This is an optimization exercise on Yosys and OpenROAD, whose aim is small area and a short achievable clock period, not a production implementation.
Function was checked by simulation only, so behaviour that the tests miss may differ from the original.
Power is estimated from default activity; no workload was simulated.

try-cedar:
## mem_responder
module mem_responder #(
  parameter int ADDR_BITS  = 6,
  parameter int RD_LATENCY = 1
) (
  input  logic                 clock,
  input  logic                 reset,
  input  logic [31:0]          Address,
  input  logic                 Wr,
  input  logic [31:0]          Datain,
  output logic [31:0]          Dataout,
  output logic                 rd_valid,
  output logic                 addr_err,
  input  logic                 ld_en,
  input  logic [ADDR_BITS-1:0] ld_addr,
  input  logic [31:0]          ld_data,
  output logic                 ld_clash
);
  localparam int ROWS = 1 << (ADDR_BITS - 2);
  localparam int RB   = ADDR_BITS - 2;
  logic [7:0] bank [4][ROWS];
  function automatic logic [4*ROWS-1:0] row_selects(input logic [RB-1:0] row, input logic [1:0] off);
    logic [ROWS-1:0] dec;
    logic [ROWS-1:0] dec_nx;
    for (int r = 0; r < ROWS; r++) begin
      dec[r]    = (row == RB'(r));
      dec_nx[r] = (row == RB'(r - 1));
    end
    for (int b = 0; b < 4; b++)
      row_selects[b*ROWS +: ROWS] = (2'(b) < off) ? dec_nx : dec;
  endfunction
  logic [3:0][ROWS-1:0] rd_sel;
  logic [3:0][7:0]      bank_rd;
  logic [31:0]          rd_word;
  assign rd_sel = row_selects(Address[ADDR_BITS-1:2], Address[1:0]);
  always_comb begin
    for (int b = 0; b < 4; b++) begin
      bank_rd[b] = '0;
      for (int r = 0; r < ROWS; r++)
        bank_rd[b] = bank_rd[b] | (bank[b][r] & {8{rd_sel[b][r]}});
    end
  end
  always_comb begin
    for (int k = 0; k < 4; k++) begin
      rd_word[31-8*k -: 8] = '0;
      for (int b = 0; b < 4; b++)
        rd_word[31-8*k -: 8] = rd_word[31-8*k -: 8] | (bank_rd[b] & {8{Address[1:0] == 2'(b - k)}});
    end
  end
  ...
Settings: LEC_CHECK=0, ABC_AREA=1, CAP_MARGIN=20, CELL_PAD_IN_SITES_DETAIL_PLACEMENT=1, CELL_PAD_IN_SITES_GLOBAL_PLACEMENT=2, CORE_MARGIN=2, CORE_UTILIZATION=30, SETUP_SLACK_MARGIN=2.5, SLEW_MARGIN=20; clock period 5.0 ns.
standard.sh (not shown) runs the stock make flow with config.mk's settings and CLKGATE_MAP_FILE= SYNTH_SCRIPT=/design/flow/synth_recipe.tcl, a recipe that flattens the netlist after the stock synthesis.
==> flow/flow/run.sh <==
#!/bin/bash
# Own layout flow: the standard ORFS flow, with
#  - extra ORFS make variables from flow/make_vars.txt (one NAME=VALUE per line).
# Every tool's output goes to ORFS's own logs (orfs/logs/...) and the make output to flow_make.log.
set -euo pipefail
W=$(pwd)
F=$W/flow
{
  echo "proc abc {args} {"
  echo "  set i [lsearch -exact \$args -script]"
  echo "  if {\$i >= 0} { lset args [expr {\$i + 1}] {$F/abc.script} }"
  echo "  yosys abc {*}\$args"
  echo "}"
  cat "$W/synth_recipe.tcl"
} > "$W/own_synth.tcl"
vars=("SYNTH_SCRIPT=$W/own_synth.tcl")
if [[ -f $F/make_vars.txt ]]; then
  while IFS= read -r line; do
    [[ -z $line || $line == \#* ]] && continue
    vars+=("$line")
  done < "$F/make_vars.txt"
fi
bash "$W/standard.sh" "${vars[@]}" finish > "$W/flow_make.log" 2>&1
==> flow/flow/abc.script <==
strash
dch
map -B 0.9
topo
stime -c
buffer -c
upsize -c
dnsize -c
==> flow/flow/make_vars.txt <==
MATCH_CELL_FOOTPRINT=0
BUFFER_PORTS_ARGS=-buffer_cell sky130_fd_sc_hd__buf_2
try-cedar: done, clean on timing, DRC and antenna
The following lists how try-lagoon was set up differently from try-cedar:
Settings: putting CTS_BUF_LIST at sky130_fd_sc_hd__clkbuf_8 where nothing was set; swapping 2.5 for 2.6 in SETUP_SLACK_MARGIN.
Results
try-lagoon and try-cedar ended up with roughly the same area after synthesis. try-lagoon against try-cedar; count of clock-buffer cells in the layout is up by more than a quarter. Comparing try-cedar and try-lagoon, the higher final antenna diode count was measured on try-lagoon. Buffer count excluding the clock tree in the final layout in try-lagoon vs try-cedar: down 17. For count of non-CTS inverters in the layout, dividing the value from try-lagoon by the value from try-cedar gives 1.05. Compared with try-cedar, try-lagoon degrades total wire length. The top layer used by detailed routing comes out met4 in one run and met5 in the other, namely in try-cedar and try-lagoon respectively. Compared with try-cedar, try-lagoon shows via count that has gone up slightly. The routed via count divided by cell count number comes out higher for try-cedar vs try-lagoon. Higher hold slack among try-cedar and try-lagoon: try-cedar.
Edits applied to the flow inputs when going from try-lagoon to try-garnet:
Settings: removing CTS_BUF_LIST (formerly sky130_fd_sc_hd__clkbuf_8); removing ABC_AREA (formerly 1); changing CORE_UTILIZATION from 30 to 50; changing SETUP_SLACK_MARGIN from 2.6 to 2.5.
==> flow/run.sh (new file) <==
#!/bin/bash
# synth_recipe.tcl (not shown) runs the flow's synth.tcl, then flattens the netlist and writes it again
# the make line also repeats each setting of config.mk as NAME=value (left out here)
make -C /OpenROAD-flow-scripts/flow DESIGN_CONFIG=/design/flow/config.mk WORK_HOME=/design/flow/orfs CLKGATE_MAP_FILE= SYNTH_SCRIPT=/design/flow/synth_recipe.tcl finish
removed: flow/flow/run.sh
removed: flow/flow/abc.script
removed: flow/flow/make_vars.txt
removed: flow/standard.sh
==> comparison <==
STATUS overall routed net length: try-garnet loses against try-lagoon
try-lagoon has higher maximum level of the CTS H-tree than try-garnet.
Changes observed in try-garnet relative to try-lagoon: register-to-register slack now smaller, switching part of the total power picked up an extra 0.91 points.
Timing, DRC, antenna: 0 failures across try-garnet and try-lagoon
Measured against each other, try-garnet and try-lagoon differ in clock share of power, the lower figure coming from try-lagoon.
Edits applied to the flow inputs when going from try-garnet to try-tundra:
Settings: an added ABC_AREA of 1; a change of CORE_UTILIZATION from 50 to 30.
==> flow/flow/run.sh (new file) <==
#!/bin/bash
# Own layout flow: the standard ORFS flow, with
#  - extra ORFS make variables from flow/make_vars.txt (one NAME=VALUE per line).
# Every tool's output goes to ORFS's own logs (orfs/logs/...) and the make output to flow_make.log.
set -euo pipefail
W=$(pwd)
F=$W/flow
{
  echo "proc abc {args} {"
  echo "  set i [lsearch -exact \$args -script]"
  echo "  if {\$i >= 0} { lset args [expr {\$i + 1}] {$F/abc.script} }"
  echo "  yosys abc {*}\$args"
  echo "}"
  cat "$W/synth_recipe.tcl"
} > "$W/own_synth.tcl"
vars=("SYNTH_SCRIPT=$W/own_synth.tcl")
if [[ -f $F/make_vars.txt ]]; then
  while IFS= read -r line; do
    [[ -z $line || $line == \#* ]] && continue
    vars+=("$line")
  done < "$F/make_vars.txt"
fi
bash "$W/standard.sh" "${vars[@]}" finish > "$W/flow_make.log" 2>&1
==> flow/flow/abc.script (new file) <==
strash
dch
map -a
topo
stime -c
buffer -c
upsize -c
dnsize -c
==> flow/flow/make_vars.txt (new file) <==
MATCH_CELL_FOOTPRINT=0
BUFFER_PORTS_ARGS=-buffer_cell sky130_fd_sc_hd__buf_2
==> flow/standard.sh (new file) <==
#!/bin/bash
# synth_recipe.tcl (not shown) runs the flow's synth.tcl, then flattens the netlist and writes it again
# the make line also repeats each setting of config.mk as NAME=value (left out here)
make -C /OpenROAD-flow-scripts/flow DESIGN_CONFIG=/design/flow/config.mk WORK_HOME=/design/flow/orfs CLKGATE_MAP_FILE= SYNTH_SCRIPT=/design/flow/synth_recipe.tcl "${@:-finish}"
removed: flow/run.sh
## What came out
Setup WNS try-garnet -> try-tundra: better
Fraction of the mapped netlist area in compound gates | try-tundra below try-garnet
Compared with try-garnet, try-tundra is more frugal on power.
The clock power of try-tundra exceeds that of try-garnet by about 2%.
Re placer's final routability congestion estimate: try-garnet was higher than try-tundra.
Launch point of the worst path = Address[4]: try-garnet; launch point of the worst path = Address[2]: try-tundra
try-tundra does better than try-garnet on switching power summed over all nets.
Relative to try-garnet, layout buffer count excluding clock buffers decreased by 33% in try-tundra.
try-tundra vs. try-garnet: sequential cell fraction of total power went up by 2.8 points.
Non-clock inverter instance count of the final layout delta for try-tundra relative to try-garnet: 201 higher
try-tundra closes out successfully: all stages finished, all timing, DRC and antenna checks passed.

---

The RTL this note starts from:
==> flow/design.v <==
module mr_aoi22 (input logic a, b, c, d, output logic y);
  assign y = ~((a & b) | (c & d));
endmodule
module mr_nand4 (input logic a, b, c, d, output logic y);
  assign y = ~(a & b & c & d);
endmodule
module mr_oai21 (input logic a, b, c, output logic y);
  assign y = ~((a | b) & c);
endmodule
module mr_sel8 (input logic [7:0] d, input logic [7:0] s, output logic y);
  logic [3:0] n;
  for (genvar j = 0; j < 4; j++) begin : g_a
    mr_aoi22 u_a (.a(d[2*j]), .b(s[2*j]), .c(d[2*j+1]), .d(s[2*j+1]), .y(n[j]));
  end
  mr_nand4 u_o (.a(n[0]), .b(n[1]), .c(n[2]), .d(n[3]), .y(y));
endmodule
module mem_responder #(
  parameter int ADDR_BITS  = 6,
  parameter int RD_LATENCY = 1
) (
  input  logic                 clock,
  input  logic                 reset,
  input  logic [31:0]          Address,
  input  logic                 Wr,
  input  logic [31:0]          Datain,
  output logic [31:0]          Dataout,
  output logic                 rd_valid,
  output logic                 addr_err,
  input  logic                 ld_en,
  input  logic [ADDR_BITS-1:0] ld_addr,
  input  logic [31:0]          ld_data,
  output logic                 ld_clash
);
  localparam int ROWS = 1 << (ADDR_BITS - 2);
  localparam int RB   = ADDR_BITS - 2;
  localparam int NH   = ROWS / 8;    
  logic [7:0] bank [4][ROWS];
  function automatic logic [4*ROWS-1:0] row_selects(input logic [RB-1:0] row, input logic [1:0] off,
                                                     input logic en);
    logic [ROWS-1:0] dec;
    logic [ROWS-1:0] dec_nx;
    for (int r = 0; r < ROWS; r++) begin
      dec[r]    = en & (row == RB'(r));
      dec_nx[r] = en & (row == RB'(r - 1));
    end
    for (int b = 0; b < 4; b++)
      row_selects[b*ROWS +: ROWS] = (2'(b) < off) ? dec_nx : dec;
  endfunction
  logic [3:0][ROWS-1:0] rd_sel;
  logic [3:0][3:0]      rot_sel;    
  logic [31:0]          rd_word;
  assign rd_sel = row_selects(Address[ADDR_BITS-1:2], Address[1:0], 1'b1);
  always_comb begin
    for (int k = 0; k < 4; k++)
      for (int b = 0; b < 4; b++)
        rot_sel[k][b] = (Address[1:0] == 2'(b - k));
  end
  logic [7:0] part [4][NH];
  for (genvar b = 0; b < 4; b++) begin : g_bank
    for (genvar h = 0; h < NH; h++) begin : g_half
      for (genvar i = 0; i < 8; i++) begin : g_bit
        logic [7:0] d;
        for (genvar r = 0; r < 8; r++) begin : g_row
          assign d[r] = bank[b][8*h+r][i];
        end
        mr_sel8 u_sel (.d(d), .s(rd_sel[b][8*h +: 8]), .y(part[b][h][i]));
      end
    end
  end
  for (genvar k = 0; k < 4; k++) begin : g_lane
    for (genvar i = 0; i < 8; i++) begin : g_bit
      logic [3:0] t;
      for (genvar b = 0; b < 4; b++) begin : g_b
        if (NH == 2) begin : g_two
          mr_oai21 u_t (.a(part[b][0][i]), .b(part[b][1][i]), .c(rot_sel[k][b]), .y(t[b]));
        end else begin : g_any
          logic any;
          always_comb begin
            any = 1'b0;
            for (int h = 0; h < NH; h++) any = any | part[b][h][i];
          end
          assign t[b] = ~(any & rot_sel[k][b]);
        end
      end
      mr_nand4 u_o (.a(t[0]), .b(t[1]), .c(t[2]), .d(t[3]), .y(rd_word[31-8*k-7+i]));
    end
  end
  logic                 ld_go;
  logic                 cpu_go;
  logic [3:0][ROWS-1:0] ld_sel;
  logic [3:0][ROWS-1:0] cpu_sel;
  logic [3:0][ROWS-1:0] wr_sel;
  logic [3:0][7:0]      wr_byte;
  logic [3:0][7:0]      wd_sel;     
  assign ld_go   = reset & ld_en;
  assign cpu_go  = reset & ~ld_en & Wr;
  assign ld_sel  = row_selects(ld_addr[ADDR_BITS-1:2], ld_addr[1:0], ld_go);
  assign cpu_sel = row_selects(Address[ADDR_BITS-1:2], Address[1:0], cpu_go);
  assign wr_sel  = ld_sel | cpu_sel;
  always_comb begin
    for (int b = 0; b < 4; b++)
      for (int k = 0; k < 4; k++) begin
        wd_sel[b][2*k]   = ld_en & (ld_addr[1:0] == 2'(b - k));
        wd_sel[b][2*k+1] = ~ld_en & (Address[1:0] == 2'(b - k));
      end
  end
  for (genvar b = 0; b < 4; b++) begin : g_wd
    for (genvar i = 0; i < 8; i++) begin : g_bit
      logic [7:0] d;
      for (genvar k = 0; k < 4; k++) begin : g_lane
        assign d[2*k]   = ld_data[31-8*k-7+i];
        assign d[2*k+1] = Datain[31-8*k-7+i];
      end
      mr_sel8 u_sel (.d(d), .s(wd_sel[b]), .y(wr_byte[b][i]));
    end
  end
  always_ff @(posedge clock) begin
    for (int b = 0; b < 4; b++)
      for (int r = 0; r < ROWS; r++)
        if (wr_sel[b][r]) bank[b][r] <= wr_byte[b];
  end
  always_ff @(posedge clock or negedge reset) begin
    if (!reset) begin
      Dataout  <= '0;
      addr_err <= 1'b0;
      rd_valid <= 1'b0;
      ld_clash <= 1'b0;
    end else begin
      Dataout  <= rd_word;
      addr_err <= (Address[31:ADDR_BITS] != '0);
      rd_valid <= 1'b1;
      ld_clash <= ld_en & Wr;
    end
  end
endmodule
clock: 5.0 ns
lec_check: 0
abc_area: 1
cap_margin: 20
cell_pad_in_sites_detail_placement: 1
cell_pad_in_sites_global_placement: 2
core_margin: 2
core_utilization: 30
cts_buf_list: sky130_fd_sc_hd__clkbuf_8
cts_cluster_diameter: 80
cts_cluster_size: 16
setup_slack_margin: 2.6
slew_margin: 20
synth_hierarchical: 1
synth_minimum_keep_size: 0
==> flow/flow/run.sh <==
#!/bin/bash
# Own layout flow: the standard ORFS flow, with
#  - extra ORFS make variables from flow/make_vars.txt (one NAME=VALUE per line),
#  - optionally, the ORFS make targets run one after another as flow/stages.txt lists them
#    (one per line: a target, then NAME=VALUE words that apply to that target only).
# Every tool's output goes to ORFS's own logs (orfs/logs/...); each make's output goes to
# flow_make_N.log in the folder this runs in.
set -euo pipefail
W=$(pwd)
F=$W/flow
{
  echo "proc abc {args} {"
  echo "  set i [lsearch -exact \$args -script]"
  echo "  if {\$i >= 0} { lset args [expr {\$i + 1}] {$F/abc.script} }"
  echo "  yosys abc {*}\$args"
  echo "}"
  cat "$W/synth_recipe.tcl"
} > "$W/own_synth.tcl"
vars=("SYNTH_SCRIPT=$W/own_synth.tcl")
if [[ -f $F/make_vars.txt ]]; then
  while IFS= read -r line; do
    [[ -z $line || $line == \#* ]] && continue
    vars+=("$line")
  done < "$F/make_vars.txt"
fi
n=0
if [[ -f $F/stages.txt ]]; then
  while read -r -a words; do
    [[ ${#words[@]} -eq 0 || ${words[0]} == \#* ]] && continue
    n=$((n + 1))
    bash "$W/standard.sh" "${vars[@]}" "${words[@]:1}" "${words[0]}" > "$W/flow_make_$n.log" 2>&1
  done < "$F/stages.txt"
else
  bash "$W/standard.sh" "${vars[@]}" finish > "$W/flow_make_1.log" 2>&1
fi
==> flow/flow/abc.script <==
strash
dch
map
topo
stime -c
buffer -c
upsize -c
dnsize -c
==> flow/flow/make_vars.txt <==
MATCH_CELL_FOOTPRINT=0
BUFFER_PORTS_ARGS=-buffer_cell sky130_fd_sc_hd__buf_2
The baseline produced a clean layout.
Edit:
==> flow/flow/abc.script (replaced) <==
strash
dch
map
topo
stime -c
--- a/flow/flow/make_vars.txt
+++ b/flow/flow/make_vars.txt
@@ -2,0 +3 @@
+SKIP_GATE_CLONING=1
Effect: The new run finished clean; power shrinks by about 1.6%; worst setup slack gets worse by 0.059 ns; synthesized cell count shrinks by about 5%; sequential cell count is unchanged; non-clock buffer count shrinks by 47; global-route usage grows by 1.4 points; design area shrinks by 7.8%; synthesized area shrinks by about 9%; combinational power shrinks by about 8%; wire length shrinks by 2.6%.
Edit:
==> flow/flow/run.sh (replaced) <==
#!/bin/bash
# Own layout flow: the standard ORFS flow, with
#  - extra ORFS make variables from flow/make_vars.txt (one NAME=VALUE per line).
# Every tool's output goes to ORFS's own logs (orfs/logs/...) and the make output to flow_make.log.
set -euo pipefail
W=$(pwd)
F=$W/flow
{
  echo "proc abc {args} {"
  echo "  set i [lsearch -exact \$args -script]"
  echo "  if {\$i >= 0} { lset args [expr {\$i + 1}] {$F/abc.script} }"
  echo "  yosys abc {*}\$args"
  echo "}"
  cat "$W/synth_recipe.tcl"
} > "$W/own_synth.tcl"
vars=("SYNTH_SCRIPT=$W/own_synth.tcl")
if [[ -f $F/make_vars.txt ]]; then
  while IFS= read -r line; do
    [[ -z $line || $line == \#* ]] && continue
    vars+=("$line")
  done < "$F/make_vars.txt"
fi
bash "$W/standard.sh" "${vars[@]}" finish > "$W/flow_make.log" 2>&1
==> flow/flow/abc.script (replaced) <==
strash
dch
map -B 0.9
topo
stime -c
buffer -c
upsize -c
dnsize -c
==> flow/flow/make_vars.txt (replaced) <==
MATCH_CELL_FOOTPRINT=0
BUFFER_PORTS_ARGS=-buffer_cell sky130_fd_sc_hd__buf_2
Result: Via count goes up by 20%; cell area goes up by 11%; global-route usage goes up by 0.17 points.
Edit:
==> flow/flow/abc.script (replaced) <==
strash
dch
map
topo
stime -c
- PLACE_DENSITY: not set -> 0.7
Total power came out lower by 10%.
Setup slack is worse by 0.030 ns.
Via count falls by 16%.
Area after synthesis shrinks by 16%.
Critical path depth decreases by 2.
Routed wire length fell by 17%.
Final cell count came out lower by about 36%.
Clock-buffer cell count goes down by 3.
Die area goes down by 16%.
Clock skew goes down by 0.038 ns.
Edit:
--- a/flow/flow/run.sh
+++ b/flow/flow/run.sh
@@ -3,2 +3,5 @@
-#  - extra ORFS make variables from flow/make_vars.txt (one NAME=VALUE per line).
-# Every tool's output goes to ORFS's own logs (orfs/logs/...) and the make output to flow_make.log.
+#  - extra ORFS make variables from flow/make_vars.txt (one NAME=VALUE per line),
+#  - optionally, the ORFS make targets run one after another as flow/stages.txt lists them
+#    (one per line: a target, then NAME=VALUE words that apply to that target only).
+# Every tool's output goes to ORFS's own logs (orfs/logs/...); each make's output goes to
+# flow_make_N.log in the folder this runs in.
@@ -23 +26,10 @@
-bash "$W/standard.sh" "${vars[@]}" finish > "$W/flow_make.log" 2>&1
+n=0
+if [[ -f $F/stages.txt ]]; then
+  while read -r -a words; do
+    [[ ${#words[@]} -eq 0 || ${words[0]} == \#* ]] && continue
+    n=$((n + 1))
+    bash "$W/standard.sh" "${vars[@]}" "${words[@]:1}" "${words[0]}" > "$W/flow_make_$n.log" 2>&1
+  done < "$F/stages.txt"
+else
+  bash "$W/standard.sh" "${vars[@]}" finish > "$W/flow_make_1.log" 2>&1
+fi
==> flow/flow/stages.txt (new file) <==
cts SETUP_SLACK_MARGIN=2.6
finish SETUP_SLACK_MARGIN=2.8
- PLACE_DENSITY: 0.7 -> not set
=> Worst hold slack is worse by 0.019 ns. Setup slack is better by 0.054 ns. Flip-flop and latch count does not change. Register-to-register slack is better by 0.09 ns. Routed wire length grows by 7.8%. Clock power grows by about 4%. Via count grows by 1.6%. First-iteration DRC count shrinks by 9.9%. Sequential power hardly moves.

[separate check: timing with driven ports]
How much do the figures lean on ideal ports? The routed layouts below were timed once more, with nothing changed but the port constraints. Step 1 (the two cells are an assumption about what drives the block):
set clk [get_ports {clock}]
set_driving_cell -lib_cell sky130_fd_sc_hd__clkbuf_16 $clk
set_driving_cell -lib_cell sky130_fd_sc_hd__buf_2 [delete_from_list [all_inputs] $clk]
Step 2 adds t to the input delays and takes it off the output delays; t is the mean of the earliest and latest rising clock arrival at the registers after step 1. Input paths then give back, and output paths get back, about the clock's delay inside the block. Slacks: no drivers / after step 1 / after step 2; pairs: no drivers / after step 1.
run | t (ns) | slack for setup (ns) | worst register clock-pin slew, ns
try-cedar | 0.649 | 2.499 / 2.502 / 1.853 | 0.06 / 0.06
try-lagoon | 0.748 | 2.609 / 2.610 / 1.862 | 0.08 / 0.08
try-garnet | 0.714 | 1.549 / 1.305 / 0.591 | 0.08 / 0.08
try-tundra | 0.703 | 2.273 / 2.204 / 1.501 | 0.06 / 0.06
the first run of note 2 | 0.714 | 2.591 / 2.569 / 1.855 | 0.11 / 0.11
the second run of note 2 | 0.699 | 2.532 / 2.530 / 1.832 | 0.11 / 0.11
the third run of note 2 | 0.724 | 2.570 / 2.545 / 1.821 | 0.12 / 0.12
the fourth run of note 2 | 0.686 | 2.540 / 2.554 / 1.868 | 0.11 / 0.11
the fifth run of note 2 | 0.704 | 2.594 / 2.593 / 1.890 | 0.11 / 0.11
After both steps every run listed still meets setup and hold. The setup slack of try-garnet, which loses most, moves by -0.244 ns with the drivers and by -0.958 ns with both steps.
